From an optimization exercise on the open Yosys and OpenROAD flow, aimed at small area, a short achievable clock period and few clock cycles per item; shortcuts taken in it are not production practice. RTL that was checked went through simulation tests only; none was proved equivalent to the original. Function not checked in runs 2 and 3: the RTL went through the layout flow alone.

==> flow/design.v, too long to show whole: its modules and the start of the top module <==
// module dct8_stream: 2606 lines
// module dct_fa: 10 lines
// module dct_ha: 9 lines
// module dct_cpa: 12 lines
// module dct_addsub: 14 lines
module dct8_stream #(
    parameter int IN_W        = 8,
    parameter int OUT_W       = 14,
    parameter int LEVEL_SHIFT = 0
) (
    input  logic                    clk,
    input  logic                    rst,
    input  logic                    en,
    input  logic                    in_valid,
    output logic                    in_ready,
    input  logic [IN_W-1:0]         x0,
    input  logic [IN_W-1:0]         x1,
    input  logic [IN_W-1:0]         x2,
    input  logic [IN_W-1:0]         x3,
    input  logic [IN_W-1:0]         x4,
    input  logic [IN_W-1:0]         x5,
    input  logic [IN_W-1:0]         x6,
    input  logic [IN_W-1:0]         x7,
    output logic                    out_valid,
    input  logic                    out_ready,
    output logic signed [OUT_W-1:0] y0,
    output logic signed [OUT_W-1:0] y1,
    output logic signed [OUT_W-1:0] y2,
    output logic signed [OUT_W-1:0] y3,
    output logic signed [OUT_W-1:0] y4,
    output logic signed [OUT_W-1:0] y5,
    output logic signed [OUT_W-1:0] y6,
    output logic signed [OUT_W-1:0] y7
);
  // ...
==> flow/run.sh <==
#!/bin/bash
# synth_recipe.tcl (not shown) runs the flow's synth.tcl, then flattens the netlist and writes it again
# the make line also repeats each setting of config.mk as NAME=value (left out here)
make -C /OpenROAD-flow-scripts/flow DESIGN_CONFIG=/design/flow/config.mk WORK_HOME=/design/flow/orfs CLKGATE_MAP_FILE= SYNTH_SCRIPT=/design/flow/synth_recipe.tcl finish
==> flow/config.mk <==
export PLATFORM = sky130hd
export DESIGN_NAME = dct8_stream
export DESIGN_NICKNAME = dct8_stream
export VERILOG_FILES = /design/flow/design.v
export SDC_FILE = /design/flow/constraint.sdc
export NUM_CORES = 4
export LEC_CHECK = 0
export CAP_MARGIN = 20
export CORE_MARGIN = 2
export CORE_UTILIZATION = 50
export SETUP_SLACK_MARGIN = 5
export SLEW_MARGIN = 20
export SYNTH_HIERARCHICAL = 1
==> flow/constraint.sdc <==
create_clock -name core_clock -period 12.0 [get_ports {clk}]
set_input_delay 2.4000 -clock core_clock [delete_from_list [all_inputs] [get_ports {clk}]]
set_output_delay 2.4000 -clock core_clock [all_outputs]
set_load 0.01 [all_outputs]
==> results.sh, run 1 <==
export IMPL_hpwl_mm=67.1
export IMPL_nFillCells=5776
export IMPL_post_dp_cell_area_um2=37700
export IMPL_final_cell_mix="fa_1 (700), inv_1 (590), ha_1 (362)"
export IMPL_port_buffers=178
export IMPL_grt_pass1_vias=25300
export IMPL_status="no timing/DRC/antenna violations"
export IMPL_synth_top_cells_by_area="fa_1 (41%), edfxtp_1 (13%), ha_1 (13%), inv_1 (6.4%), dfxtp_1 (3.9%)"
export IMPL_htreeDepth=1
export IMPL_synth_avg_cell_area_um2=11.5
export IMPL_first_pass_iters=5
export IMPL_clock_latency_ns=0.58
export IMPL_avgViaCountPerCell=5.51
export IMPL_fin_crit_ns=6.08
export IMPL_setup_tns_ns=0
export IMPL_final_core_util_pct=56.5
export IMPL_synthMuxAreaShare_pct=2.32
export IMPL_r2r_slack_ns=5.92
export IMPL_core_area_um2=68500
export IMPL_reg_largest_list="yr x80, sk x64"
export IMPL_cpMaxStageDelayCell="a31o_1"
export IMPL_die_w_um=267
export IMPL_largest_cell_class="multi-input gates"
export IMPL_holdPathEnd="sk[7][3]"
export IMPL_pre_cts_ws_ns=5.89
export IMPL_dr_wl_met2_mm=45.0
export IMPL_r2r_end="yr[0][7]"
export IMPL_grt_pass1_wl_mm=137
Testbench counts, summed over its fixed seeds: cycles 1,040, items 1,024.
==> run 2, diff against run 1 <==
--- a/flow/design.v
+++ b/flow/design.v
@@ -82,17 +82,17 @@
             a2_r <= a_n[2];
             a3_r <= a_n[3];
             b0_r <= b_n[0];
             b1_r <= b_n[1];
             b2_r <= b_n[2];
             b3_r <= b_n[3];
         end
     end
-    logic [9:0] yn [8];
+    logic [9:0] yv [8];
     logic [9:0] p03, p12, d0, d1;
     logic s1;
     logic c2;
     logic s3;
     logic c4;
     logic s5;
     logic c6;
     logic s7;
@@ -240,18 +240,20 @@
     logic s149;
     logic c150;
     logic s151;
     logic c152;
     logic s153;
     logic c154;
     logic s155;
     logic c156;
-    logic [18:0] t0_a, t0_b, t0;
-    logic [18:9] t0_y;
+    logic t0_c;
+    logic [9:0] t0_an, t0_ar;
+    logic [9:0] t0_bn, t0_br;
+    logic t0_cr;
     logic s157;
     logic c158;
     logic s159;
     logic c160;
     logic s161;
     logic c162;
     logic s163;
     logic c164;
@@ -418,18 +420,20 @@
     logic s325;
     logic c326;
     logic s327;
     logic c328;
     logic s329;
     logic c330;
     logic s331;
     logic c332;
-    logic [18:0] t4_a, t4_b, t4;
-    logic [18:9] t4_y;
+    logic t4_c;
+    logic [9:0] t4_an, t4_ar;
+    logic [9:0] t4_bn, t4_br;
+    logic t4_cr;
     logic s333;
     logic c334;
     logic s335;
     logic c336;
     logic s337;
     logic c338;
     logic s339;
     logic c340;
@@ -524,18 +528,20 @@
     logic s429;
     logic c430;
     logic s431;
     logic c432;
     logic s433;
     logic c434;
     logic s435;
     logic c436;
-    logic [19:0] t2_a, t2_b, t2;
-    logic [19:10] t2_y;
+    logic t2_c;
+    logic [9:0] t2_an, t2_ar;
+    logic [9:0] t2_bn, t2_br;
+    logic t2_cr;
     logic s437;
     logic c438;
     logic s439;
     logic c440;
     logic s441;
     logic c442;
     logic s443;
     logic c444;
@@ -628,18 +634,20 @@
     logic s531;
     logic c532;
     logic s533;
     logic c534;
     logic s535;
     logic c536;
     logic s537;
     logic c538;
-    logic [19:0] t6_a, t6_b, t6;
-    logic [19:10] t6_y;
+    logic t6_c;
+    logic [9:0] t6_an, t6_ar;
+    logic [9:0] t6_bn, t6_br;
+    logic t6_cr;
     logic s539;
     logic c540;
     logic s541;
     logic c542;
     logic s543;
     logic c544;
     logic s545;
     logic c546;
@@ -888,18 +896,20 @@
     logic s789;
     logic c790;
     logic s791;
     logic c792;
     logic s793;
     logic c794;
     logic s795;
     logic c796;
-    logic [21:0] t1_a, t1_b, t1;
-    logic [21:12] t1_y;
+    logic t1_c;
+    logic [9:0] t1_an, t1_ar;
+    logic [8:0] t1_bn, t1_br;
+    logic t1_cr;
     logic s797;
     logic c798;
     logic s799;
     logic c800;
     logic s801;
     logic c802;
     logic s803;
     logic c804;
@@ -1156,18 +1166,20 @@
     logic s1055;
     logic c1056;
     logic s1057;
     logic c1058;
     logic s1059;
     logic c1060;
     logic s1061;
     logic c1062;
-    logic [21:0] t3_a, t3_b, t3;
-    logic [21:12] t3_y;
+    logic t3_c;
+    logic [9:0] t3_an, t3_ar;
+    logic [9:0] t3_bn, t3_br;
+    logic t3_cr;
     logic s1063;
     logic c1064;
     logic s1065;
     logic c1066;
     logic s1067;
     logic c1068;
     logic s1069;
     logic c1070;
@@ -1432,18 +1444,20 @@
     logic s1329;
     logic c1330;
     logic s1331;
     logic c1332;
     logic s1333;
     logic c1334;
     logic s1335;
     logic c1336;
-    logic [21:0] t5_a, t5_b, t5;
-    logic [21:12] t5_y;
+    logic t5_c;
+    logic [9:0] t5_an, t5_ar;
+    logic [9:0] t5_bn, t5_br;
+    logic t5_cr;
     logic s1337;
     logic c1338;
     logic s1339;
     logic c1340;
     logic s1341;
     logic c1342;
     logic s1343;
     logic c1344;
@@ -1700,18 +1714,20 @@
     logic s1595;
     logic c1596;
     logic s1597;
     logic c1598;
     logic s1599;
     logic c1600;
     logic s1601;
     logic c1602;
-    logic [21:0] t7_a, t7_b, t7;
-    logic [21:12] t7_y;
+    logic t7_c;
+    logic [9:0] t7_an, t7_ar;
+    logic [9:0] t7_bn, t7_br;
+    logic t7_cr;
     dct_addsub #(.W(9), .SUB(0)) up03 (.a(a0_r), .b(a3_r), .y(p03));
     dct_addsub #(.W(9), .SUB(0)) up12 (.a(a1_r), .b(a2_r), .y(p12));
     dct_addsub #(.W(9), .SUB(1)) ud0 (.a(a0_r), .b(a3_r), .y(d0));
     dct_addsub #(.W(9), .SUB(1)) ud1 (.a(a1_r), .b(a2_r), .y(d1));
     dct_fa us1 (.a(p03[6]), .b(p03[0]), .c(p12[8]), .s(s1), .co(c2));
     dct_fa us3 (.a(p03[9]), .b(p03[7]), .c(p03[1]), .s(s3), .co(c4));
     dct_ha us5 (.a(p12[9]), .b(p12[7]), .s(s5), .co(c6));
     dct_ha us7 (.a(p03[8]), .b(p03[2]), .s(s7), .co(c8));
@@ -1787,19 +1803,19 @@
     dct_fa us141 (.a(~c72), .b(s109), .c(c108), .s(s141), .co(c142));
     dct_fa us143 (.a(~c76), .b(s111), .c(c110), .s(s143), .co(c144));
     dct_fa us145 (.a(c80), .b(~s113), .c(c112), .s(s145), .co(c146));
     dct_fa us147 (.a(c84), .b(s115), .c(~c114), .s(s147), .co(c148));
     dct_fa us149 (.a(~c88), .b(s117), .c(c116), .s(s149), .co(c150));
     dct_fa us151 (.a(~c90), .b(s119), .c(c118), .s(s151), .co(c152));
     dct_fa us153 (.a(p03[8]), .b(s121), .c(~c120), .s(s153), .co(c154));
     dct_ha us155 (.a(1'b1), .b(c122), .s(s155), .co(c156));
-    assign t0_a = {s155, s153, ~s151, ~s149, ~s147, ~s145, ~s143, ~s141, s139, s137, s135, ~s133, s131, s129, s127, s125, s91, p03[1], p03[0]};
-    assign t0_b = {c154, ~c152, ~c150, ~c148, ~c146, ~c144, ~c142, c140, c138, c136, ~c134, c132, c130, c128, c126, c124, s123, p12[1], p12[0]};
-    dct_cpa #(.W(19), .LO(9)) ut0 (.a(t0_a), .b(t0_b), .y(t0_y));
+    dct_carry #(.W(9)) ut0c (.a({s135, ~s133, s131, s129, s127, s125, s91, p03[1], p03[0]}), .b({~c134, c132, c130, c128, c126, c124, s123, p12[1], p12[0]}), .co(t0_c));
+    assign t0_an = {s155, s153, ~s151, ~s149, ~s147, ~s145, ~s143, ~s141, s139, s137};
+    assign t0_bn = {c154, ~c152, ~c150, ~c148, ~c146, ~c144, ~c142, c140, c138, c136};
     dct_ha us157 (.a(p03[8]), .b(p03[6]), .s(s157), .co(c158));
     dct_fa us159 (.a(p03[7]), .b(p03[1]), .c(p12[5]), .s(s159), .co(c160));
     dct_ha us161 (.a(p03[2]), .b(p12[6]), .s(s161), .co(c162));
     dct_ha us163 (.a(p03[3]), .b(p12[7]), .s(s163), .co(c164));
     dct_ha us165 (.a(p03[5]), .b(p03[3]), .s(s165), .co(c166));
     dct_fa us167 (.a(p03[4]), .b(p12[2]), .c(p12[0]), .s(s167), .co(c168));
     assign s169 = p03[2] ^ p03[0];
     assign c170 = p03[2] | p03[0];
@@ -1885,19 +1901,19 @@
     dct_fa us319 (.a(~c246), .b(s285), .c(c284), .s(s319), .co(c320));
     dct_fa us321 (.a(c250), .b(s287), .c(~c286), .s(s321), .co(c322));
     dct_fa us323 (.a(c254), .b(s289), .c(c288), .s(s323), .co(c324));
     dct_fa us325 (.a(c258), .b(~s291), .c(c290), .s(s325), .co(c326));
     dct_fa us327 (.a(c262), .b(s293), .c(~c292), .s(s327), .co(c328));
     dct_fa us329 (.a(~c264), .b(s295), .c(c294), .s(s329), .co(c330));
     assign s331 = p03[9] ^ c296;
     assign c332 = p03[9] & ~c296;
-    assign t4_a = {~s331, s329, s327, s325, s323, s321, ~s319, ~s317, ~s315, s313, ~s311, ~s309, ~s307, s305, ~s303, ~s301, s299, ~p12[1], ~p12[0]};
-    assign t4_b = {c330, c328, c326, c324, c322, ~c320, ~c318, ~c316, c314, ~c312, ~c310, ~c308, c306, ~c304, ~c302, c300, c298, s297, ~p03[0]};
-    dct_cpa #(.W(19), .LO(9)) ut4 (.a(t4_a), .b(t4_b), .y(t4_y));
+    dct_carry #(.W(9)) ut4c (.a({~s311, ~s309, ~s307, s305, ~s303, ~s301, s299, ~p12[1], ~p12[0]}), .b({~c310, ~c308, c306, ~c304, ~c302, c300, c298, s297, ~p03[0]}), .co(t4_c));
+    assign t4_an = {~s331, s329, s327, s325, s323, s321, ~s319, ~s317, ~s315, s313};
+    assign t4_bn = {c330, c328, c326, c324, c322, ~c320, ~c318, ~c316, c314, ~c312};
     dct_ha us333 (.a(d0[0]), .b(d1[7]), .s(s333), .co(c334));
     dct_ha us335 (.a(d0[1]), .b(d1[8]), .s(s335), .co(c336));
     dct_ha us337 (.a(d0[2]), .b(d1[3]), .s(s337), .co(c338));
     dct_ha us339 (.a(d0[9]), .b(d0[3]), .s(s339), .co(c340));
     dct_fa us341 (.a(d0[3]), .b(d0[1]), .c(d1[0]), .s(s341), .co(c342));
     dct_fa us343 (.a(d0[7]), .b(d1[5]), .c(d0[6]), .s(s343), .co(c344));
     assign s345 = d0[4] ^ d0[2];
     assign c346 = d0[4] | d0[2];
@@ -1946,19 +1962,19 @@
     dct_fa us423 (.a(~s365), .b(c392), .c(s393), .s(s423), .co(c424));
     dct_fa us425 (.a(~c366), .b(s395), .c(c394), .s(s425), .co(c426));
     dct_fa us427 (.a(c370), .b(s397), .c(~c396), .s(s427), .co(c428));
     dct_fa us429 (.a(c372), .b(s399), .c(c398), .s(s429), .co(c430));
     dct_fa us431 (.a(c376), .b(~s401), .c(c400), .s(s431), .co(c432));
     dct_fa us433 (.a(~d1[9]), .b(c402), .c(s403), .s(s433), .co(c434));
     assign s435 = d0[9] ^ c404;
     assign c436 = ~d0[9] & c404;
-    assign t2_a = {1'b1, ~s435, s433, s431, s429, s427, ~s425, ~s423, ~s421, ~s419, s417, ~s415, s413, ~s411, s409, s407, d1[1], d0[2], d0[1], d0[0]};
-    assign t2_b = {c436, c434, c432, c430, c428, ~c426, ~c424, ~c422, ~c420, c418, ~c416, c414, ~c412, c410, c408, ~c406, s405, d1[0], 1'b0, 1'b0};
-    dct_cpa #(.W(20), .LO(10)) ut2 (.a(t2_a), .b(t2_b), .y(t2_y));
+    dct_carry #(.W(10)) ut2c (.a({s417, ~s415, s413, ~s411, s409, s407, d1[1], d0[2], d0[1], d0[0]}), .b({~c416, c414, ~c412, c410, c408, ~c406, s405, d1[0], 1'b0, 1'b0}), .co(t2_c));
+    assign t2_an = {1'b1, ~s435, s433, s431, s429, s427, ~s425, ~s423, ~s421, ~s419};
+    assign t2_bn = {c436, c434, c432, c430, c428, ~c426, ~c424, ~c422, ~c420, c418};
     dct_ha us437 (.a(d0[1]), .b(d1[9]), .s(s437), .co(c438));
     dct_fa us439 (.a(d0[8]), .b(d0[2]), .c(d1[7]), .s(s439), .co(c440));
     dct_ha us441 (.a(d0[3]), .b(d1[8]), .s(s441), .co(c442));
     dct_ha us443 (.a(d0[4]), .b(d1[7]), .s(s443), .co(c444));
     dct_ha us445 (.a(d1[3]), .b(d1[1]), .s(s445), .co(c446));
     dct_fa us447 (.a(d0[5]), .b(d1[4]), .c(d1[2]), .s(s447), .co(c448));
     assign s449 = d0[1] ^ d1[7];
     assign c450 = d0[1] | d1[7];
@@ -2006,19 +2022,19 @@
     dct_fa us525 (.a(~c466), .b(s495), .c(c494), .s(s525), .co(c526));
     dct_fa us527 (.a(~c470), .b(s497), .c(c496), .s(s527), .co(c528));
     dct_fa us529 (.a(~c474), .b(s499), .c(c498), .s(s529), .co(c530));
     dct_fa us531 (.a(c476), .b(~s501), .c(c500), .s(s531), .co(c532));
     dct_fa us533 (.a(c480), .b(s503), .c(c502), .s(s533), .co(c534));
     dct_fa us535 (.a(d0[8]), .b(~c504), .c(s505), .s(s535), .co(c536));
     assign s537 = d1[9] ^ c506;
     assign c538 = d1[9] & ~c506;
-    assign t6_a = {1'b1, ~s537, s535, s533, ~s531, ~s529, ~s527, ~s525, ~s523, ~s521, s519, s517, s515, s513, s511, s509, ~d1[3], d0[0], ~d1[1], d1[0]};
-    assign t6_b = {c538, c536, c534, ~c532, ~c530, ~c528, ~c526, ~c524, ~c522, c520, c518, c516, c514, c512, c510, c508, s507, ~d1[2], ~d1[0], 1'b0};
-    dct_cpa #(.W(20), .LO(10)) ut6 (.a(t6_a), .b(t6_b), .y(t6_y));
+    dct_carry #(.W(10)) ut6c (.a({s519, s517, s515, s513, s511, s509, ~d1[3], d0[0], ~d1[1], d1[0]}), .b({c518, c516, c514, c512, c510, c508, s507, ~d1[2], ~d1[0], 1'b0}), .co(t6_c));
+    assign t6_an = {1'b1, ~s537, s535, s533, ~s531, ~s529, ~s527, ~s525, ~s523, ~s521};
+    assign t6_bn = {c538, c536, c534, ~c532, ~c530, ~c528, ~c526, ~c524, ~c522, c520};
     dct_fa us539 (.a(b0_r[8]), .b(b0_r[0]), .c(b1_r[6]), .s(s539), .co(c540));
     dct_ha us541 (.a(b1_r[2]), .b(b1_r[0]), .s(s541), .co(c542));
     dct_fa us543 (.a(b0_r[6]), .b(b1_r[3]), .c(b1_r[1]), .s(s543), .co(c544));
     dct_fa us545 (.a(b1_r[4]), .b(b1_r[2]), .c(b1_r[0]), .s(s545), .co(c546));
     dct_fa us547 (.a(b2_r[6]), .b(b2_r[0]), .c(b3_r[3]), .s(s547), .co(c548));
     dct_fa us549 (.a(b1_r[8]), .b(b1_r[5]), .c(b1_r[3]), .s(s549), .co(c550));
     dct_fa us551 (.a(b1_r[1]), .b(b2_r[7]), .c(b2_r[1]), .s(s551), .co(c552));
     dct_fa us553 (.a(b0_r[8]), .b(b0_r[5]), .c(b0_r[3]), .s(s553), .co(c554));
@@ -2141,19 +2157,19 @@
     dct_fa us781 (.a(~s697), .b(c742), .c(s743), .s(s781), .co(c782));
     dct_fa us783 (.a(~s701), .b(c744), .c(s745), .s(s783), .co(c784));
     dct_fa us785 (.a(~c702), .b(s747), .c(c746), .s(s785), .co(c786));
     dct_fa us787 (.a(c706), .b(s749), .c(c748), .s(s787), .co(c788));
     dct_fa us789 (.a(c710), .b(s751), .c(c750), .s(s789), .co(c790));
     dct_fa us791 (.a(c714), .b(s753), .c(c752), .s(s791), .co(c792));
     dct_fa us793 (.a(~c718), .b(s755), .c(c754), .s(s793), .co(c794));
     dct_fa us795 (.a(c720), .b(~s757), .c(c756), .s(s795), .co(c796));
-    assign t1_a = {1'b1, ~c758, s795, s793, s791, s789, s787, s785, s783, s781, ~s779, ~s777, ~s775, ~s773, s771, ~s769, s767, ~s765, s763, s761, s721, ~b1_r[0]};
-    assign t1_b = {1'b0, c796, c794, c792, c790, c788, c786, c784, c782, ~c780, ~c778, ~c776, ~c774, c772, ~c770, c768, ~c766, c764, c762, c760, ~s759, ~b0_r[0]};
-    dct_cpa #(.W(22), .LO(12)) ut1 (.a(t1_a), .b(t1_b), .y(t1_y));
+    dct_carry #(.W(12)) ut1c (.a({~s779, ~s777, ~s775, ~s773, s771, ~s769, s767, ~s765, s763, s761, s721, ~b1_r[0]}), .b({~c778, ~c776, ~c774, c772, ~c770, c768, ~c766, c764, c762, c760, ~s759, ~b0_r[0]}), .co(t1_c));
+    assign t1_an = {1'b1, ~c758, s795, s793, s791, s789, s787, s785, s783, s781};
+    assign t1_bn = {c796, c794, c792, c790, c788, c786, c784, c782, ~c780};
     dct_fa us797 (.a(b0_r[6]), .b(b0_r[4]), .c(b0_r[0]), .s(s797), .co(c798));
     dct_ha us799 (.a(b0_r[2]), .b(b0_r[0]), .s(s799), .co(c800));
     dct_ha us801 (.a(b0_r[3]), .b(b0_r[1]), .s(s801), .co(c802));
     dct_fa us803 (.a(b0_r[4]), .b(b0_r[2]), .c(b0_r[0]), .s(s803), .co(c804));
     dct_fa us805 (.a(b1_r[0]), .b(b2_r[4]), .c(b2_r[2]), .s(s805), .co(c806));
     dct_fa us807 (.a(b0_r[8]), .b(b0_r[5]), .c(b0_r[3]), .s(s807), .co(c808));
     dct_fa us809 (.a(b0_r[1]), .b(b1_r[1]), .c(b2_r[8]), .s(s809), .co(c810));
     dct_fa us811 (.a(b2_r[5]), .b(b2_r[3]), .c(b3_r[4]), .s(s811), .co(c812));
@@ -2284,19 +2300,19 @@
     dct_fa us1047 (.a(~s965), .b(c1008), .c(s1009), .s(s1047), .co(c1048));
     dct_fa us1049 (.a(s969), .b(~s1011), .c(c1010), .s(s1049), .co(c1050));
     dct_fa us1051 (.a(~c970), .b(c1012), .c(s1013), .s(s1051), .co(c1052));
     dct_fa us1053 (.a(~c974), .b(s1015), .c(c1014), .s(s1053), .co(c1054));
     dct_fa us1055 (.a(~c978), .b(s1017), .c(c1016), .s(s1055), .co(c1056));
     dct_fa us1057 (.a(~c982), .b(s1019), .c(c1018), .s(s1057), .co(c1058));
     dct_fa us1059 (.a(b0_r[8]), .b(~s1021), .c(c1020), .s(s1059), .co(c1060));
     dct_ha us1061 (.a(c988), .b(c1022), .s(s1061), .co(c1062));
-    assign t3_a = {1'b1, s1061, ~s1059, ~s1057, ~s1055, ~s1053, ~s1051, s1049, s1047, s1045, s1043, s1041, s1039, ~s1037, s1035, ~s1033, s1031, s1029, ~s1027, ~s1025, ~b3_r[0], ~b0_r[0]};
-    assign t3_b = {c1062, ~c1060, ~c1058, ~c1056, ~c1054, ~c1052, c1050, c1048, c1046, c1044, c1042, c1040, ~c1038, c1036, ~c1034, c1032, c1030, ~c1028, ~c1026, ~c1024, s1023, ~b2_r[0]};
-    dct_cpa #(.W(22), .LO(12)) ut3 (.a(t3_a), .b(t3_b), .y(t3_y));
+    dct_carry #(.W(12)) ut3c (.a({s1043, s1041, s1039, ~s1037, s1035, ~s1033, s1031, s1029, ~s1027, ~s1025, ~b3_r[0], ~b0_r[0]}), .b({c1042, c1040, ~c1038, c1036, ~c1034, c1032, c1030, ~c1028, ~c1026, ~c1024, s1023, ~b2_r[0]}), .co(t3_c));
+    assign t3_an = {1'b1, s1061, ~s1059, ~s1057, ~s1055, ~s1053, ~s1051, s1049, s1047, s1045};
+    assign t3_bn = {c1062, ~c1060, ~c1058, ~c1056, ~c1054, ~c1052, c1050, c1048, c1046, c1044};
     dct_fa us1063 (.a(b0_r[4]), .b(b0_r[1]), .c(b1_r[6]), .s(s1063), .co(c1064));
     dct_ha us1065 (.a(b0_r[5]), .b(b0_r[2]), .s(s1065), .co(c1066));
     dct_ha us1067 (.a(b0_r[4]), .b(b1_r[2]), .s(s1067), .co(c1068));
     dct_ha us1069 (.a(b0_r[5]), .b(b1_r[3]), .s(s1069), .co(c1070));
     dct_fa us1071 (.a(b0_r[0]), .b(b1_r[4]), .c(b1_r[2]), .s(s1071), .co(c1072));
     dct_fa us1073 (.a(b2_r[3]), .b(b3_r[4]), .c(b3_r[2]), .s(s1073), .co(c1074));
     dct_fa us1075 (.a(b0_r[7]), .b(b0_r[1]), .c(b1_r[8]), .s(s1075), .co(c1076));
     dct_fa us1077 (.a(b1_r[5]), .b(b1_r[3]), .c(b2_r[4]), .s(s1077), .co(c1078));
@@ -2432,19 +2448,19 @@
     dct_fa us1323 (.a(~s1241), .b(s1285), .c(c1284), .s(s1323), .co(c1324));
     dct_fa us1325 (.a(~c1242), .b(s1287), .c(c1286), .s(s1325), .co(c1326));
     dct_fa us1327 (.a(c1246), .b(s1289), .c(c1288), .s(s1327), .co(c1328));
     dct_fa us1329 (.a(c1250), .b(s1291), .c(c1290), .s(s1329), .co(c1330));
     dct_fa us1331 (.a(c1254), .b(~s1293), .c(c1292), .s(s1331), .co(c1332));
     dct_fa us1333 (.a(c1258), .b(s1295), .c(~c1294), .s(s1333), .co(c1334));
     assign s1335 = c1260 ^ c1296;
     assign c1336 = ~c1260 & c1296;
-    assign t5_a = {1'b1, ~s1335, s1333, s1331, s1329, s1327, s1325, s1323, s1321, s1319, s1317, s1315, ~s1313, s1311, s1309, s1307, s1305, ~s1303, s1301, ~s1299, ~b0_r[0], ~b1_r[0]};
-    assign t5_b = {c1336, c1334, c1332, c1330, c1328, c1326, c1324, c1322, c1320, c1318, c1316, ~c1314, c1312, c1310, c1308, c1306, ~c1304, c1302, ~c1300, ~c1298, s1297, ~b3_r[0]};
-    dct_cpa #(.W(22), .LO(12)) ut5 (.a(t5_a), .b(t5_b), .y(t5_y));
+    dct_carry #(.W(12)) ut5c (.a({s1317, s1315, ~s1313, s1311, s1309, s1307, s1305, ~s1303, s1301, ~s1299, ~b0_r[0], ~b1_r[0]}), .b({c1316, ~c1314, c1312, c1310, c1308, c1306, ~c1304, c1302, ~c1300, ~c1298, s1297, ~b3_r[0]}), .co(t5_c));
+    assign t5_an = {1'b1, ~s1335, s1333, s1331, s1329, s1327, s1325, s1323, s1321, s1319};
+    assign t5_bn = {c1336, c1334, c1332, c1330, c1328, c1326, c1324, c1322, c1320, c1318};
     dct_ha us1337 (.a(b0_r[7]), .b(b0_r[2]), .s(s1337), .co(c1338));
     dct_fa us1339 (.a(b0_r[3]), .b(b1_r[3]), .c(b2_r[4]), .s(s1339), .co(c1340));
     dct_ha us1341 (.a(b2_r[2]), .b(b2_r[0]), .s(s1341), .co(c1342));
     dct_fa us1343 (.a(b1_r[4]), .b(b2_r[8]), .c(b2_r[5]), .s(s1343), .co(c1344));
     dct_fa us1345 (.a(b2_r[3]), .b(b2_r[1]), .c(b3_r[8]), .s(s1345), .co(c1346));
     dct_ha us1347 (.a(b3_r[5]), .b(b3_r[3]), .s(s1347), .co(c1348));
     dct_fa us1349 (.a(b0_r[0]), .b(b1_r[8]), .c(b1_r[5]), .s(s1349), .co(c1350));
     dct_fa us1351 (.a(b2_r[6]), .b(b2_r[4]), .c(b2_r[2]), .s(s1351), .co(c1352));
@@ -2574,40 +2590,63 @@
     dct_fa us1589 (.a(~s1507), .b(s1551), .c(c1550), .s(s1589), .co(c1590));
     dct_fa us1591 (.a(c1510), .b(c1552), .c(~s1553), .s(s1591), .co(c1592));
     dct_fa us1593 (.a(c1514), .b(s1555), .c(~c1554), .s(s1593), .co(c1594));
     dct_fa us1595 (.a(c1518), .b(s1557), .c(c1556), .s(s1595), .co(c1596));
     dct_fa us1597 (.a(c1522), .b(~s1559), .c(c1558), .s(s1597), .co(c1598));
     dct_fa us1599 (.a(~c1526), .b(s1561), .c(c1560), .s(s1599), .co(c1600));
     assign s1601 = c1528 ^ c1562;
     assign c1602 = c1528 & ~c1562;
-    assign t7_a = {1'b1, ~s1601, ~s1599, s1597, s1595, s1593, s1591, s1589, s1587, s1585, s1583, ~s1581, ~s1579, s1577, s1575, s1573, s1571, s1569, ~s1567, ~s1565, ~b3_r[1], ~b2_r[0]};
-    assign t7_b = {c1602, ~c1600, c1598, c1596, c1594, c1592, c1590, c1588, c1586, c1584, ~c1582, ~c1580, c1578, c1576, c1574, c1572, c1570, ~c1568, ~c1566, ~c1564, s1563, ~b3_r[0]};
-    dct_cpa #(.W(22), .LO(12)) ut7 (.a(t7_a), .b(t7_b), .y(t7_y));
-    assign yn[0] = t0_y;
-    assign yn[1] = t1_y;
-    assign yn[2] = t2_y;
-    assign yn[3] = t3_y;
-    assign yn[4] = t4_y;
-    assign yn[5] = t5_y;
-    assign yn[6] = t6_y;
-    assign yn[7] = t7_y;
-    logic [9:0] yr [8];
+    dct_carry #(.W(12)) ut7c (.a({s1583, ~s1581, ~s1579, s1577, s1575, s1573, s1571, s1569, ~s1567, ~s1565, ~b3_r[1], ~b2_r[0]}), .b({~c1582, ~c1580, c1578, c1576, c1574, c1572, c1570, ~c1568, ~c1566, ~c1564, s1563, ~b3_r[0]}), .co(t7_c));
+    assign t7_an = {1'b1, ~s1601, ~s1599, s1597, s1595, s1593, s1591, s1589, s1587, s1585};
+    assign t7_bn = {c1602, ~c1600, c1598, c1596, c1594, c1592, c1590, c1588, c1586, c1584};
     always_ff @(posedge clk) begin
-        if (en & r3)
-            for (int i = 0; i < 8; i++) yr[i] <= yn[i];
+        if (en & r3) begin
+            t0_ar <= t0_an;
+            t0_br <= t0_bn;
+            t0_cr <= t0_c;
+            t4_ar <= t4_an;
+            t4_br <= t4_bn;
+            t4_cr <= t4_c;
+            t2_ar <= t2_an;
+            t2_br <= t2_bn;
+            t2_cr <= t2_c;
+            t6_ar <= t6_an;
+            t6_br <= t6_bn;
+            t6_cr <= t6_c;
+            t1_ar <= t1_an;
+            t1_br <= t1_bn;
+            t1_cr <= t1_c;
+            t3_ar <= t3_an;
+            t3_br <= t3_bn;
+            t3_cr <= t3_c;
+            t5_ar <= t5_an;
+            t5_br <= t5_bn;
+            t5_cr <= t5_c;
+            t7_ar <= t7_an;
+            t7_br <= t7_bn;
+            t7_cr <= t7_c;
+        end
     end
-    assign y0 = {4'd0, yr[0]};
-    assign y1 = {{4{yr[1][9]}}, yr[1]};
-    assign y2 = {{4{yr[2][9]}}, yr[2]};
-    assign y3 = {{4{yr[3][9]}}, yr[3]};
-    assign y4 = {{4{yr[4][9]}}, yr[4]};
-    assign y5 = {{4{yr[5][9]}}, yr[5]};
-    assign y6 = {{4{yr[6][9]}}, yr[6]};
-    assign y7 = {{4{yr[7][9]}}, yr[7]};
+    dct_cpa_out #(.W(10), .NA(10), .NB(10)) ut0o (.a(t0_ar), .b(t0_br), .ci(t0_cr), .y(yv[0]));
+    dct_cpa_out #(.W(10), .NA(10), .NB(9)) ut1o (.a(t1_ar), .b(t1_br), .ci(t1_cr), .y(yv[1]));
+    dct_cpa_out #(.W(10), .NA(10), .NB(10)) ut2o (.a(t2_ar), .b(t2_br), .ci(t2_cr), .y(yv[2]));
+    dct_cpa_out #(.W(10), .NA(10), .NB(10)) ut3o (.a(t3_ar), .b(t3_br), .ci(t3_cr), .y(yv[3]));
+    dct_cpa_out #(.W(10), .NA(10), .NB(10)) ut4o (.a(t4_ar), .b(t4_br), .ci(t4_cr), .y(yv[4]));
+    dct_cpa_out #(.W(10), .NA(10), .NB(10)) ut5o (.a(t5_ar), .b(t5_br), .ci(t5_cr), .y(yv[5]));
+    dct_cpa_out #(.W(10), .NA(10), .NB(10)) ut6o (.a(t6_ar), .b(t6_br), .ci(t6_cr), .y(yv[6]));
+    dct_cpa_out #(.W(10), .NA(10), .NB(10)) ut7o (.a(t7_ar), .b(t7_br), .ci(t7_cr), .y(yv[7]));
+    assign y0 = {4'd0, yv[0]};
+    assign y1 = {{4{yv[1][9]}}, yv[1]};
+    assign y2 = {{4{yv[2][9]}}, yv[2]};
+    assign y3 = {{4{yv[3][9]}}, yv[3]};
+    assign y4 = {{4{yv[4][9]}}, yv[4]};
+    assign y5 = {{4{yv[5][9]}}, yv[5]};
+    assign y6 = {{4{yv[6][9]}}, yv[6]};
+    assign y7 = {{4{yv[7][9]}}, yv[7]};
 endmodule
 module dct_fa (
     input  logic a,
     input  logic b,
     input  logic c,
     output logic s,
     output logic co
 );
@@ -2644,8 +2683,31 @@
     output logic [W:0]   y
 );
     if (SUB != 0) begin : g_sub
         assign y = {1'b0, a} - {1'b0, b};
     end else begin : g_add
         assign y = {1'b0, a} + {1'b0, b};
     end
 endmodule
+module dct_carry #(
+    parameter int W = 12
+) (
+    input  logic [W-1:0] a,
+    input  logic [W-1:0] b,
+    output logic         co
+);
+    logic [W:0] t;
+    assign t  = {1'b0, a} + {1'b0, b};
+    assign co = t[W];
+endmodule
+module dct_cpa_out #(
+    parameter int W  = 10,
+    parameter int NA = 10,
+    parameter int NB = 10
+) (
+    input  logic [NA-1:0] a,
+    input  logic [NB-1:0] b,
+    input  logic          ci,
+    output logic [W-1:0]  y
+);
+    assign y = W'(a) + W'(b) + W'(ci);
+endmodule
==> flow/flow/run.sh (new file) <==
#!/bin/bash
# Standard ORFS layout, with repair_timing aiming below the clock period.
set -euo pipefail
bash standard.sh SETUP_SLACK_MARGIN=${MARGIN:-7.5} finish > standard_flow.log 2>&1
==> flow/standard.sh (new file) <==
#!/bin/bash
# synth_recipe.tcl (not shown) runs the flow's synth.tcl, then flattens the netlist and writes it again
# the make line also repeats each setting of config.mk as NAME=value (left out here)
make -C /OpenROAD-flow-scripts/flow DESIGN_CONFIG=/design/flow/config.mk WORK_HOME=/design/flow/orfs CLKGATE_MAP_FILE= SYNTH_SCRIPT=/design/flow/synth_recipe.tcl "${@:-finish}"
==> flow/config.mk (replaced) <==
export PLATFORM = sky130hd
export DESIGN_NAME = dct8_stream
export DESIGN_NICKNAME = dct8_stream
export VERILOG_FILES = /design/flow/design.v
export SDC_FILE = /design/flow/constraint.sdc
export NUM_CORES = 4
export LEC_CHECK = 0
export CAP_MARGIN = 20
export CORE_MARGIN = 2
export CORE_UTILIZATION = 50
export SLEW_MARGIN = 20
export SYNTH_HIERARCHICAL = 1
removed: flow/run.sh
==> results.sh, run 2 <==
export IMPL_yosys_area_top_type="fa_1"
export IMPL_grt_pass1_wl_mm=137
export IMPL_worstSetupStartpointType="flip-flop"
export IMPL_grt_pass1_vias=24400
export IMPL_htreeDepth=2
export IMPL_final_area_um2=42500
export IMPL_synthFlopType="edfxtp_1"
export IMPL_ctsHoldBuffers=0
export IMPL_syn_inst=2858
export IMPL_slew_headroom_pct=31.7
export IMPL_path_class="reg2out"
export IMPL_layout_drive_gt1_share_pct=20.7
export IMPL_setup_tns_ns=0
export IMPL_cts_sinks=300
export IMPL_core_area_um2=70000
export IMPL_yosysSeqAreaShare_pct=23.6
export IMPL_detail_route_wl_per_cell_um=20.4
export IMPL_yosys_cell_count_top_type="fa_1"
export IMPL_ys_warn_count=16
export IMPL_drtAntennaViolNets=0
export IMPL_final_cell_mix="fa_1 (684), inv_1 (598), ha_1 (327)"
export IMPL_port_buffers=178
export IMPL_clockBufferDepth=3
export IMPL_cpMaxStageDelayCell="fa_2"
export IMPL_die_h_um=270
export IMPL_cap_violations=0
export IMPL_grt_overflow_total=0
export IMPL_io_pins=183
export IMPL_routed_wl_mm=86.1
export IMPL_grt_max_degree=73
export IMPL_diodes=0
export IMPL_die_area_um2=72900
export IMPL_ys_seq_elements=300
export IMPL_vias=22200
export IMPL_gp_congestion=0.868
export IMPL_cts_tree="built"
export IMPL_rows=97
export IMPL_synth_avg_cell_area_um2=12.4
export IMPL_finalHoldViolCount=0
export IMPL_worst_path_buf_inv=2
export IMPL_first_pass_iters=5
export IMPL_hpwl_mm=63.6
export IMPL_clock_fmax_mhz=201
export IMPL_finalSetupViolations=0
export IMPL_die_w_um=270
export IMPL_synth_edff_count=233
export IMPL_grt_setup_unrepaired="true"
export IMPL_fin_skew_ns=0.0248
export IMPL_synthDistinctLibCells=60
export IMPL_avgViaCountPerCell=5.26
export IMPL_critical_path_top_delay_family="adder cells"
export IMPL_antenna_found_initial=3
export IMPL_start_util_pct=50.5
export IMPL_synth_top_cells_by_area="fa_1 (41%), edfxtp_1 (20%), ha_1 (13%), inv_1 (6.7%), dfxtp_1 (3.8%)"
export IMPL_cp_arrival_ns=2.58
export IMPL_largest_reg_flops=64
export IMPL_async_flop_share_pct=0
export IMPL_grt_usage_pct=24.4
export IMPL_netlist_area_leader_share_pct=40.5
export IMPL_timing_final_max_slew_violations=0
export IMPL_top_register="sk"
export IMPL_nets=4391
export IMPL_synthTopCellsByCount="fa_1 (716), inv_1 (636), ha_1 (354), edfxtp_1 (233), xnor2_1 (94)"
export IMPL_crit_top_cell="fa_2"
export IMPL_cts_made_buffers=36
export IMPL_syn_cell_area_um2=35400
export IMPL_clk_pin_slew_worst_paths_ns=0.06
export IMPL_dr_first_iter_drc_count=1117
export IMPL_holdCritPathClass="reg2reg"
export IMPL_path_cells="inv_2 -> fa_2 -> fa_2 -> nand2b_4 -> a21oi_4 -> a21o_1 -> a21oi_2 -> xnor2_1 -> buf_2"
export IMPL_worstPathMaxFanout=2
export IMPL_end_kind="output port"
export IMPL_drc=0
export IMPL_tightest_slew_ns=1.02
export IMPL_root_buffer="clkbuf_16"
export IMPL_clock_latency_ns=0.58
export IMPL_cp_slowest_stage_delay_ns=0.42
export IMPL_worstPathRequired_ns=9.60
export IMPL_fin_crit_ns=4.98
export IMPL_post_dp_cell_area_um2=38800
export IMPL_fin_crit_sh_pct=41.5
export IMPL_syn_to_final_growth_pct=20.1
export IMPL_status="no timing/DRC/antenna violations"
export IMPL_layout_commonest_cell="fa_1"
[run 2: changes by cell type after synthesis, sizes merged, moves of 20 or more]
cell,delta
inv,+46
nor2,-30
nand2,-44
nand3,+20
a21oi,-64
edfxtp,+81
nor3,-24
o21ai,-40
[run 2: layout make-up]
cell class              instances  area (µm²)
clock buffers                  43         948
clock inverters                23         277
fillers                      5532       27500
inverters                     642        2440
multi-input cells            1889       26000
flip-flops and latches        300        8340
well taps                     940        1180
repair buffers                383        3360
[run 2: logic make-up (layout without fill, tap and decap cells)]
logic type / count (synthesis) / count (layout) / synth area share (%)
fa+ha+maj: 1070 / 1070 / 53.0
xor+xnor: 131 / 131 / 3.24
other cells: 2 / 14 / 0.0212
compound gates: 328 / 328 / 6.53
flops: 300 / 300 / 23.6
simple gates: 278 / 278 / 3.81
mux: 68 / 68 / 2.15
buf+inv: 681 / 1091 / 7.66
[run 2: path summary, 6_finish.rpt]
check | startpoint | end | slack [ns] | depth (start not counted)
worst max register to register | a3_r[0] | t4_cr | 7.35 | 19
worst max-delay path | t6_cr | y6[8] | 7.02 | 9
worst min register to register | sk[6][2] | sk[6][2] | 0.49 | 1
worst min-delay path | sk[6][2] | sk[6][2] | 0.49 | 1
[run 2: through the flow]
| step | utilization (%) | std cells | hold slack (ns) | worst slack, ns |
|---|---|---|---|---|
| after global routing | 60.7 | 4220 | 0.523 | 6.88 |
| after detailed placement | 55.4 | 4004 | 0.480 | 6.84 |
| after floorplan | - | 2870 | 0.465 | 6.49 |
| after CTS | 58.7 | 4143 | 0.494 | 6.98 |
| after global placement | 55.4 | 4004 | 0.480 | 6.94 |
| final | 60.7 | 4220 | 0.494 | 7.02 |
[run 2: what timing repair did]
action / 4_1_cts / 5_1_grt
setup buffers: 73 / 77
endpoints found under the setup margin: 192 / 122
resized for setup: 611 / 190
pin swaps: 127 / 144
[run 2: modules after synthesis, one instance, submodules excluded, a selection]
module       copies in the design  cells inside  flops+latches
dct_ha                         67             1              0
dct8_stream                     1           940            300
dct_fa                        688             1              0
[run 2: per-layer routing]
layer / track usage [%] / vias up / part of all wire [%]
met5: 0 / - / 0.015
met4: 5.13 / 2 / 1.8
met3: 5.53 / 101 / 6.6
met2: 38.3 / 598 / 46
met1: 35.0 / 11500 / 45
li1: - / 10000 / -
==> run 3, diff against run 2 <==
==> flow/run.sh (new file) <==
#!/bin/bash
# synth_recipe.tcl (not shown) runs the flow's synth.tcl, then flattens the netlist and writes it again
# the make line also repeats each setting of config.mk as NAME=value (left out here)
make -C /OpenROAD-flow-scripts/flow DESIGN_CONFIG=/design/flow/config.mk WORK_HOME=/design/flow/orfs CLKGATE_MAP_FILE= SYNTH_SCRIPT=/design/flow/synth_recipe.tcl finish
--- a/flow/config.mk
+++ b/flow/config.mk
@@ -10,2 +10,3 @@
 export CORE_UTILIZATION = 50
+export SETUP_SLACK_MARGIN = 5
 export SLEW_MARGIN = 20
removed: flow/flow/run.sh
removed: flow/standard.sh
==> results.sh, run 3 <==
export IMPL_final_cell_mix="fa_1 (716), inv_1 (636), ha_1 (354)"
export IMPL_root_buffer="clkbuf_16"
export IMPL_slew_headroom_pct=34.7
export IMPL_synth_avg_cell_area_um2=12.4
export IMPL_synthFlopType="edfxtp_1"
export IMPL_finalSetupViolations=0
export IMPL_diodes=0
export IMPL_grt_usage_pct=23.9
export IMPL_die_h_um=270
export IMPL_synth_top_family_by_area="adder cells"
export IMPL_post_cts_buffers=0
export IMPL_final_area_um2=39900
export IMPL_fin_skew_ns=0.0475
export IMPL_syn_to_final_growth_pct=12.7
export IMPL_fin_crit_ns=5.60
export IMPL_end_kind="output port"
export IMPL_worstPathMaxFanout=2
export IMPL_detail_route_wl_per_cell_um=20.1
export IMPL_fin_ws_ns=6.40
export IMPL_core_area_um2=70000
export IMPL_port_buffers=178
export IMPL_io_pins=183
export IMPL_gp_congestion=0.854
export IMPL_nFillCells=5903
export IMPL_synthTopCellsByCount="fa_1 (716), inv_1 (636), ha_1 (354), edfxtp_1 (233), xnor2_1 (94)"
export IMPL_yosys_area_share_adder_pct=53.0
export IMPL_regArea_um2=8340
export IMPL_worstPathRequired_ns=9.60
export IMPL_drtAntennaViolNets=0
export IMPL_whs_ns=0.498
export IMPL_top_register="sk"
export IMPL_clockBufferDepth=3
export IMPL_netlist_area_leader_share_pct=40.5
export IMPL_worstSetupStartpointType="flip-flop"
export IMPL_r2r_slack_ns=7.06
export IMPL_cts_made_buffers=38
export IMPL_vias=21500
export IMPL_holdCritPathClass="reg2reg"
export IMPL_multi_input_area_um2=24400
export IMPL_cp_arrival_ns=3.20
export IMPL_clock_fmax_mhz=179
export IMPL_grt_pass1_wl_mm=134
export IMPL_syn_cell_area_um2=35400
export IMPL_syn_inst=2858
export IMPL_first_pass_iters=5
export IMPL_path_class="reg2out"
export IMPL_drc=0
export IMPL_rows=97
export IMPL_yosys_area_top_type="fa_1"
export IMPL_die_w_um=270
export IMPL_nets=4254
export IMPL_async_flop_share_pct=0
export IMPL_fin_crit_sh_pct=46.7
export IMPL_synth_top_cells_by_area="fa_1 (41%), edfxtp_1 (20%), ha_1 (13%), inv_1 (6.7%), dfxtp_1 (3.8%)"
export IMPL_status="no timing/DRC/antenna violations"
export IMPL_ys_seq_elements=300
export IMPL_timing_final_max_slew_violations=0
export IMPL_cts_resized=0
export IMPL_synthDistinctLibCells=60
export IMPL_setup_tns_ns=0
export IMPL_pre_cts_ws_ns=6.94
export IMPL_grt_max_degree=74
export IMPL_dr_first_iter_drc_count=989
export IMPL_die_area_um2=72900
export IMPL_cts_tree="built"
export IMPL_yosysSeqAreaShare_pct=23.6
export IMPL_ys_warn_count=16
export IMPL_avgViaCountPerCell=5.26
export IMPL_ctsHoldBuffers=0
export IMPL_synth_edff_count=233
export IMPL_clk_pin_slew_worst_paths_ns=0.06
export IMPL_layout_commonest_cell="fa_1"
export IMPL_cts_sinks=300
export IMPL_synth_compound_area_share_pct=6.53
export IMPL_hpwl_mm=63.4
export IMPL_cap_violations=0
export IMPL_post_dp_cell_area_um2=38600
export IMPL_synthSimpleGateAreaFrac_pct=3.81
export IMPL_tightest_slew_ns=0.979
export IMPL_clock_latency_ns=0.59
export IMPL_synthMuxAreaShare_pct=2.15
export IMPL_yosys_cell_count_top_type="fa_1"
export IMPL_antenna_found_initial=0
export IMPL_grt_overflow_total=0
export IMPL_routed_wl_mm=82.1
export IMPL_grt_setup_unrepaired="false"
export IMPL_largest_reg_flops=64
export IMPL_grt_pass1_vias=24900
export IMPL_start_util_pct=50.5
export IMPL_layout_drive_gt1_share_pct=6.84
export IMPL_synth_xor_area_share_pct=3.24
export IMPL_htreeDepth=2
export IMPL_finalHoldViolCount=0
[run 3: per-stage QoR]
| stage | util (%) | cells |
|---|---|---|
| after detailed placement | 55.2 | 4015 |
| after global placement | 55.2 | 4015 |
| after floorplan | - | 2870 |
| final | 57.0 | 4085 |
| after CTS | 57.0 | 4085 |
| after global routing | 57.0 | 4085 |
[run 3: worst max-delay path, stage by stage, from the launching register on]
cell and delay [ns]:
edfxtp_1 0.33, inv_1 0.06, fa_1 0.46, fa_1 0.42, nand2b_1 0.19, a21oi_1 0.21, a21o_1 0.19, a21oi_2 0.07
xnor2_1 0.14, clkdlybuf4s50_1 0.55
[run 3: logic make-up after synthesis]
logic type,count (synthesis)
and+or+nand+nor,278
AOI/OAI and AO/OA,328
other,2
DFF,300
xor gates and xnor gates,131
muxes,68
buffers and inverters,681
adders and majority gates,1070
[run 3: final cells by class]
type / instances / share of cell area (%)
Multi-Input combinational cell: 1889 / 61.2
Sequential cell: 300 / 20.9
Timing Repair Buffer: 244 / 5.71
Clock buffer: 50 / 2.73
Tap cell: 940 / 2.95
Clock inverter: 20 / 0.430
Inverter: 642 / 6.04
[run 3: final timing paths]
check | from | endpoint | cells after the start
worst min-delay path | sk[6][7] | sk[6][7] | 1
worst min register to register | sk[6][7] | sk[6][7] | 1
worst max-delay path | t3_ar[0] | y3[8] | 9
worst max register to register | a0_r[1] | t0_cr | 16
[run 3: per-module statistics from Yosys, one instance, submodules excluded, excerpt]
module       cells  flip-flops and latches  area (µm²)
dct_ha           1                       0        12.5
dct_fa           1                       0        20.0
dct8_stream    940                     300       11800
[run 3: metal layers]
metal | track usage [%] | wire [µm] | share of wire, %
met3 | 3.38 | 3210 | 3.9
met2 | 42.8 | 43200 | 53
met4 | 8.95 | 3190 | 3.9
met5 | 0 | 0 | 0
met1 | 29.2 | 32500 | 40

re-timing with driven ports:
The flow's constraints put no driver on any port. The routed layouts listed below were extracted and timed again, unchanged, in two steps.
Step 1 assumes that a clkbuf_16 drives the clock port and a buf_2 every other input.
Step 2 adds t to the input delays and takes it off the output delays; t is the mean of the earliest and latest rising clock arrival at the registers after step 1. Input paths then give back, and output paths get back, about the clock's delay inside the block.
Slacks: no drivers / after step 1 / after step 2; pairs: no drivers / after step 1.
run	t (ns)	setup slack, ns	worst setup path at the end	latest minus earliest clock arrival (ns)
run 1	0.630	5.921 / 5.921 / 5.921	register to register	0.031 / 0.032
run 2	0.639	7.016 / 6.947 / 7.081	input to register	0.028 / 0.028
run 3	0.633	6.398 / 6.336 / 6.961	input to register	0.048 / 0.048
After both steps setup and hold are still met in every run listed.
